Source: an optimization exercise on an open RTL-to-GDS flow (aim: small area, a short achievable clock period and few clock cycles per item). Production flows keep margins and buffers that such runs may drop. Function was checked by simulation only, so behaviour that the tests miss may differ from the original. No activity file was given, so power comes from the tool's default toggle rates.

// circular_deque
module circular_deque #(
  parameter int DEPTH = 16
) (
  input  logic                           clk,
  input  logic                           rst,
  input  logic                           in_valid,
  output logic                           in_stall,
  input  dq_pkg::in_item_t               in_data,
  output logic                           out_valid,
  input  logic                           out_stall,
  output dq_pkg::out_item_t              out_data,
  input  logic                           cfg_write,
  input  logic [dq_pkg::CFG_INDEX_W-1:0] cfg_index,
  input  logic [dq_pkg::CFG_DATA_W-1:0]  cfg_data
);
  dq_pkg::ctrl_cmd_t cmd;
  dq_ctrl u_ctrl (
    .clk       (clk),
    .rst       (rst),
    .in_valid  (in_valid),
    .in_stall  (in_stall),
    .out_valid (out_valid),
    .out_stall (out_stall),
    .cmd       (cmd)
  );
  dq_datapath u_datapath (
    .clk       (clk),
    .rst       (rst),
    .cmd       (cmd),
    .in_data   (in_data),
    .cfg_write (cfg_write),
    .cfg_index (cfg_index),
    .cfg_data  (cfg_data),
    .out_data  (out_data)
  );
endmodule
Size: roughly 1300 cells after synthesis, about 610 flip-flops, ~84 I/O pins, roughly 0.022 mm² of cells after synthesis.
clock: 4.5 ns
lec_check: 0
cap_margin: 20
core_margin: 2
core_utilization: 65
cts_cluster_diameter: 80
cts_cluster_size: 30
gpl_timing_driven: 0
place_density: 0.8
setup_slack_margin: 2.4
slew_margin: 20
run.sh (not shown) runs the stock make flow with config.mk's settings and CLKGATE_MAP_FILE= SYNTH_SCRIPT=/design/flow/synth_recipe.tcl, a recipe that flattens the netlist after the stock synthesis.
Testbench counts at the start, summed over its fixed seeds: cycles 19,264, items 19,200.
Edit:
- CORE_UTILIZATION: 65 -> 55
- GPL_TIMING_DRIVEN: 0 -> default
- PLACE_DENSITY: 0.8 -> default
The new run completed with no timing, DRC or antenna violations; cell area went down by 2.4%; worst setup slack gains 0.027 ns; critical path depth falls by 1; utilization is lower by 13 points; area after synthesis stays the same; maximum frequency rose by 1.3%; final cell count rises by 0.63%; combinational power drops by 7.0%; routed wire length shrinks by 5.1%.
Edit:
- CORE_UTILIZATION: 55 -> 65
Final area stays flat. Via count rose by 2.4%. Setup slack improved by 0.013 ns. Register-to-register slack got worse by 0.02 ns. Synthesized area stays the same. Clock-buffer cell count fell by 7. Die area fell by about 15%. Clock skew stays flat. Sequential share of layout area hardly moves.
Edit:
- CORE_UTILIZATION: 65 -> 70
- PLACE_DENSITY: default -> 0.9
Outcome:
- global-route usage goes up by 3.8 points
- final area goes down by 1.2%
- total power drops by 1.6%
- maximum frequency decreases by 2.7%
- clock power fell by about 6%
- count of clock-buffer cells in the layout came out higher by 11
- routed wire length came out higher by 6.8%
- sequential share of layout area came out higher by 0.91 points
- synthesized cell count is unchanged
- die area drops by 7.0%

* * *

Starting RTL as in the previous note.
make LEC_CHECK=0 CAP_MARGIN=20 CORE_MARGIN=2 CORE_UTILIZATION=55 CTS_CLUSTER_DIAMETER=80 CTS_CLUSTER_SIZE=30 SETUP_SLACK_MARGIN=2.3 SLEW_MARGIN=20 finish   # period 4.5 ns
Testbench counts at the start, summed over its fixed seeds: cycles 19,264, items 19,200.
Change:
--- a/flow/config.mk
+++ b/flow/config.mk
@@ -9,6 +9,6 @@
 export CORE_MARGIN = 2
-export CORE_UTILIZATION = 55
+export CORE_UTILIZATION = 75
 export CTS_CLUSTER_DIAMETER = 80
 export CTS_CLUSTER_SIZE = 30
-export SETUP_SLACK_MARGIN = 2.3
+export SETUP_SLACK_MARGIN = 2.4
 export SLEW_MARGIN = 20
After rerunning: Via count grows by 6.8%; global-route usage grows by 9.9 points; total power shrinks by 2.2%; routed wire length grows by 1.3%; first-iteration DRC count grows by 67%; fmax grows by 4.6%; cell area shrinks by 1.8%; worst setup slack improves by 0.098 ns; non-clock buffer count stays the same; sequential cell count is unchanged; clock power shrinks by 7.4%.
Change:
--- a/flow/config.mk
+++ b/flow/config.mk
@@ -9,6 +9,7 @@
 export CORE_MARGIN = 2
-export CORE_UTILIZATION = 75
+export CORE_UTILIZATION = 65
 export CTS_CLUSTER_DIAMETER = 80
 export CTS_CLUSTER_SIZE = 30
-export SETUP_SLACK_MARGIN = 2.4
+export PLACE_DENSITY = 0.8
+export SETUP_SLACK_MARGIN = 2.5
 export SLEW_MARGIN = 20
Effect:
- The new run went through all stages and came out clean
- maximum frequency grows by 0.65%
- via count came out lower by 2.4%
- clock power barely changes
- setup slack gets better by 0.014 ns
- synthesized area does not change
- design area rises by 0.45%
- clock-buffer cell count is lower by 7
- power hardly moves
- wire length is lower by 4.7%
- hold slack loses 0.044 ns
Change:
--- a/flow/config.mk
+++ b/flow/config.mk
@@ -7,3 +7,3 @@
 export LEC_CHECK = 0
-export CAP_MARGIN = 20
+export CAP_MARGIN = 0
 export CORE_MARGIN = 2
@@ -13,3 +13,3 @@
 export PLACE_DENSITY = 0.8
-export SETUP_SLACK_MARGIN = 2.5
-export SLEW_MARGIN = 20
+export SETUP_SLACK_MARGIN = 2.4
+export SLEW_MARGIN = 0
What happened: The new run completed with no timing, DRC or antenna violations. Global-route usage goes down by 0.22 points. Core utilization goes down by 0.71 points. Non-clock buffer count goes down by 10. Count of clock-buffer cells in the layout goes down by 3. Design area goes down by about 1%. Maximum frequency goes up by about 0.8%. Via count goes down by 1.7%. Combinational power goes down by about 2%. Register-to-register slack got worse by 0.07 ns. Routed wire length goes down by about 1.5%.
Change:
--- a/flow/config.mk
+++ b/flow/config.mk
@@ -7,3 +7,3 @@
 export LEC_CHECK = 0
-export CAP_MARGIN = 0
+export CAP_MARGIN = 20
 export CORE_MARGIN = 2
@@ -14,2 +14,2 @@
 export SETUP_SLACK_MARGIN = 2.4
-export SLEW_MARGIN = 0
+export SLEW_MARGIN = 20
Effect: The new run passed the timing, design-rule and antenna checks; sequential power is about the same; setup slack is worse by 0.013 ns; critical path depth rises by 1; power barely changes; routed wire length barely changes; area after synthesis does not change; combinational power stays flat; final area stays flat; register-to-register slack hardly moves; worst hold slack barely changes; die area does not change.
Change:
--- a/flow/config.mk
+++ b/flow/config.mk
@@ -10,4 +10,4 @@
 export CORE_UTILIZATION = 65
-export CTS_CLUSTER_DIAMETER = 80
-export CTS_CLUSTER_SIZE = 30
+export CTS_CLUSTER_DIAMETER = 70
+export CTS_CLUSTER_SIZE = 24
 export PLACE_DENSITY = 0.8
The new run completed with no timing, DRC or antenna violations; clock-buffer cell count is higher by 13; via count is higher by 1.3%; power is higher by 3.4%; worst hold slack is worse by 0.0096 ns.

port drivers added, routing unchanged:
In the flow no input, the clock included, has a driving cell. The finished layouts below were timed again as built, in two steps. Step 1 (the two cells are an assumption about what drives the block):
set clk [get_ports {clk}]
set_driving_cell -lib_cell sky130_fd_sc_hd__clkbuf_16 $clk
set_driving_cell -lib_cell sky130_fd_sc_hd__buf_2 [delete_from_list [all_inputs] $clk]
Step 2, shift: input delay + t, output delay - t, t = (earliest + latest rising clock arrival at the registers) / 2. This alone moves slack from input paths to output paths. a / b / c = ideal ports / drivers / drivers and shift; a / b = the first two.
run	t (ns)	setup WS [ns]	worst setup path after step 2	pins driven straight from the clock port
the first run of note 1	0.625	2.368 / 2.322 / 1.848	input to register	1
the second run of note 1	0.648	2.395 / 2.348 / 1.832	input to register	1
the third run of note 1	0.631	2.408 / 2.388 / 1.863	input to register	1
the fourth run of note 1	0.623	2.349 / 2.339 / 1.851	input to register	1
the first run of note 2	0.654	2.273 / 2.251 / 1.797	input to register	1
the second run of note 2	0.625	2.371 / 2.314 / 1.822	input to register	1
the third run of note 2	0.616	2.385 / 2.329 / 1.923	input to register	1
the fourth run of note 2	0.625	2.402 / 2.347 / 1.874	input to register	1
the fifth run of note 2	0.625	2.390 / 2.349 / 1.874	input to register	1
the sixth run of note 2	0.638	2.380 / 2.325 / 1.866	input to register	1
After both steps every run listed still meets setup and hold. The setup slack of the second run of note 1, which loses most, moves by -0.047 ns with the drivers and by -0.563 ns with both steps.
